What follows belongs to an exercise in optimizing a design on an open flow for small area and a short achievable clock period; a production flow would make more cautious choices. Function was checked by simulation only, so behaviour that the tests miss may differ from the original. Power is estimated from default activity; no workload was simulated.

## build 23
// conv_layer_top
module conv_layer_top (
        input  logic clk,
        input  logic rst,
        input  logic weight_we,
        input  logic [1:0] weight_channel,
        input  logic [4:0] weight_tap,
        input  logic [7:0] weight_data,
        input  logic valid_in,
        input  logic [287:0] in_samples,
        output logic valid_out,
        output logic [11:0] conv_out
);
        logic [24:0] tap;
        logic [23:0] b_one, b_two, b_nz, b_neg, b_sx;
        logic [207:0] sums;
        logic sums_valid;
        logic bus_en;
        logic bus_first;
        logic bus_last;
        logic [287:0] bus_samples;
        weight_bank weight_bank0 (
                .clk            (clk),
                .rst            (rst),
                .weight_we      (weight_we),
                .weight_channel (weight_channel),
                .weight_tap     (weight_tap),
                .weight_data    (weight_data),
                .tap            (tap),
                .valid_in       (valid_in),
                .b_one          (b_one),
                .b_two          (b_two),
                .b_nz           (b_nz),
                .b_neg          (b_neg),
                .b_sx           (b_sx)
        );
        tap_sequencer tap_sequencer0 (
                .clk         (clk),
                .rst         (rst),
                .valid_in    (valid_in),
                .in_samples  (in_samples),
                .tap         (tap),
                .bus_en      (bus_en),
                .bus_first   (bus_first),
                .bus_last    (bus_last),
                .bus_samples (bus_samples)
        );
        mac_array mac_array0 (
                .clk         (clk),
                .rst         (rst),
                .bus_en      (bus_en),
                .bus_first   (bus_first),
                .bus_last    (bus_last),
  ...
Size: ~110000 um2 of cells after synthesis.
clock: 8.0 ns
lec_check: 0
abc_clock_period_in_ps: 3400
cap_margin: 40
core_margin: 2
core_utilization: 40
cts_buf_list: sky130_fd_sc_hd__clkbuf_8
setup_slack_margin: 4.6
slew_margin: 40
standard.sh (not shown) runs the stock make flow with config.mk's settings and CLKGATE_MAP_FILE= SYNTH_SCRIPT=/design/flow/synth_recipe.tcl, a recipe that flattens the netlist after the stock synthesis.
==> flow/flow/run.sh <==
#!/bin/bash
# The standard layout, with one step added after the standard synthesis:
# flow/polarity.py removes inverters between full adders by flipping full
# adders to their dual (a full adder is self-dual), and the layout then runs
# on that netlist. Registers and all other cells are left as synthesis made them.
set -euo pipefail
bash standard.sh synth > synth.log 2>&1
R=orfs/results/${FLOW_PLATFORM}/conv_layer_top/base
cp $R/1_2_yosys.v $R/1_2_yosys_std.v
python3 flow/polarity.py $R/1_2_yosys_std.v $R/1_2_yosys.v > polarity.log 2>&1
rm -f $R/1_synth.odb
bash standard.sh > layout.log 2>&1
Other scripts of this flow, unchanged in this note and not shown: flow/flow/polarity.py
### build 23 -> build 76
Settings: CTS_BUF_LIST changed from sky130_fd_sc_hd__clkbuf_8 to sky130_fd_sc_hd__clkbuf_16; ABC_AREA newly set to 1; CTS_CLUSTER_DIAMETER newly set to 100; CTS_CLUSTER_SIZE newly set to 20.
diff --git a/flow/flow/run.sh b/flow/flow/run.sh
--- a/flow/flow/run.sh
+++ b/flow/flow/run.sh
@@ -5,2 +5,3 @@
 # on that netlist. Registers and all other cells are left as synthesis made them.
+# The ports are buffered as in the standard flow, with the smallest buffer.
 set -euo pipefail
@@ -11,2 +12,2 @@
 rm -f $R/1_synth.odb
-bash standard.sh > layout.log 2>&1
+bash standard.sh "BUFFER_PORTS_ARGS=-buffer_cell sky130_fd_sc_hd__buf_1" finish > layout.log 2>&1
Results
Build 76: minimum clock period 0.0067 ns below build 23
Between build 23 and build 76, the flow reports post-CTS resize count increasing by more than half.
Of build 23 and build 76, the run reporting the higher combined buffer and inverter count along the critical path was build 23.
Diff build 23 -> build 76 | count of inserted antenna diode cells | decrease of 9
The power dissipated in sequential cells on build 23 is in line with that on build 76.
The worst path arrival time number comes out higher for build 23 vs build 76.
[inputs] build 88 vs build 76
Settings: ABC_AREA: 1 -> unset; ABC_CLOCK_PERIOD_IN_PS: 3400 -> 4500.
Notes after the runs:
- All-layer global routing usage came out lower on build 88 than on build 76.
- Going from build 76 to build 88, post-CTS setup buffer count now smaller; overall routed net length now smaller; area used by multi-input combinational logic now larger; final critical-path required period now smaller; non-clock buffer count now smaller.
Changes in build 78 relative to build 88:
Settings: swapping 4500 for 3400 in ABC_CLOCK_PERIOD_IN_PS.
Results
Core utilization came out exactly the same in build 88 and build 78. As far as wire length of the first global-routing pass goes, build 88 and build 78 are indistinguishable; the numbers are identical. Build 88 -> build 78: final layout net count delta 0, exact match. Comparing build 78 against build 88, there is no change at all in routing usage on met1. Re flip-flop and latch count: no difference whatsoever between build 78 and build 88. Overall track demand over capacity in global routing across build 88 and build 78: no real change. [compare] base=build 88 new=build 78: mean routed wirelength per cell about even, clock skew flat, count of max-cap constraint violations neither gained nor lost much. Build 78 vs. build 88: number of instances resized during post-cts repair flat, clock buffer count in the final layout essentially unchanged.


== rev 12 ==
conv_layer_top again, from the RTL that the note above started with.
clock: 8.0 ns
lec_check: 0
abc_clock_period_in_ps: 3400
cap_margin: 40
core_margin: 2
core_utilization: 50
cts_buf_list: sky130_fd_sc_hd__clkbuf_16
cts_cluster_diameter: 100
cts_cluster_size: 20
setup_slack_margin: 4.6
slew_margin: 40
==> flow/flow/run.sh <==
#!/bin/bash
# The standard layout, with one step added after the standard synthesis:
# flow/polarity.py removes inverters between full adders by flipping full
# adders to their dual (a full adder is self-dual), and the layout then runs
# on that netlist. Registers and all other cells are left as synthesis made them.
# The ports are buffered as in the standard flow, with the smallest buffer.
set -euo pipefail
bash standard.sh synth > synth.log 2>&1
R=orfs/results/${FLOW_PLATFORM}/conv_layer_top/base
cp $R/1_2_yosys.v $R/1_2_yosys_std.v
python3 flow/polarity.py $R/1_2_yosys_std.v $R/1_2_yosys.v > polarity.log 2>&1
rm -f $R/1_synth.odb
bash standard.sh "BUFFER_PORTS_ARGS=-buffer_cell sky130_fd_sc_hd__buf_1" finish > layout.log 2>&1
Other scripts of this flow, unchanged in this note and not shown: flow/flow/polarity.py
Rev 12: full flow OK, the timing, design-rule and antenna checks passed
Changes in rev 13 relative to rev 12:
# rev 12
export LEC_CHECK = 0
export ABC_CLOCK_PERIOD_IN_PS = 3400
export CAP_MARGIN = 40
export CORE_MARGIN = 2
export CORE_UTILIZATION = 50
export CTS_BUF_LIST = sky130_fd_sc_hd__clkbuf_16
export CTS_CLUSTER_DIAMETER = 100
export CTS_CLUSTER_SIZE = 20
export SETUP_SLACK_MARGIN = 4.6
export SLEW_MARGIN = 40
create_clock -name core_clock -period 8.0 [get_ports {clk}]
# rev 13
export LEC_CHECK = 0
export ABC_CLOCK_PERIOD_IN_PS = 3600
export CAP_MARGIN = 40
export CORE_MARGIN = 2
export CORE_UTILIZATION = 40
export CTS_BUF_LIST = sky130_fd_sc_hd__clkbuf_16
export CTS_CLUSTER_DIAMETER = 100
export CTS_CLUSTER_SIZE = 20
export SETUP_SLACK_MARGIN = 4.4
export SLEW_MARGIN = 40
create_clock -name core_clock -period 8.0 [get_ports {clk}]
==> comparison <==
Rev 12 finished every stage and its layout cleared the timing, design-rule and antenna checks.
Rev 13 closes out successfully: all stages finished, all timing, DRC and antenna checks passed.
Count of standard-cell rows, rev 12 and rev 13: higher on rev 13
Going from rev 12 to rev 13, switching part of the total dropped 0.81 points; cell area power density dropped about 0.4%; met1 track utilization from global routing dropped 11 points; global-route usage dropped 7.6 points; clock skew dropped 0.020 ns.
Non-clock buffer contribution to total cell area sits lower in rev 13 than in rev 12.
Rev 13: total power 3.6% below rev 12
Taking rev 13 as 1.0, rev 12 lands at 0.895 on vertical extent of the die.
| core utilization | rev 13 vs rev 12 | 13 points lower |

[static timing again, ports no longer ideal]
How much do the figures lean on ideal ports? The routed layouts below were timed once more, with nothing changed but the port constraints.
Step 1 (the two cells are an assumption about what drives the block):
set clk [get_ports {clk}]
set_driving_cell -lib_cell sky130_fd_sc_hd__clkbuf_16 $clk
set_driving_cell -lib_cell sky130_fd_sc_hd__buf_2 [delete_from_list [all_inputs] $clk]
Step 2 times the ports against the registers' clock, not the clock port: input delays grow and output delays shrink by t, the midpoint of the rising clock arrivals with the driver on.
a / b / c = ideal ports / drivers / drivers and shift; a / b = the first two.
run	shift t [ns]	slack for setup (ns)	worst data-port slew with drivers (ns)	cell pins on the clock port's net
build 23	1.058	4.536 / 4.536 / 4.536	0.15	1
build 76	0.895	4.542 / 4.542 / 4.114	0.11	1
build 88	0.906	4.566 / 4.566 / 3.890	0.17	1
build 78	0.906	4.566 / 4.566 / 3.890	0.17	1
rev 12	0.889	4.526 / 4.526 / 4.526	0.08	1
rev 13	0.875	4.413 / 4.413 / 4.413	0.16	1
After both steps setup and hold are still met in every run listed.
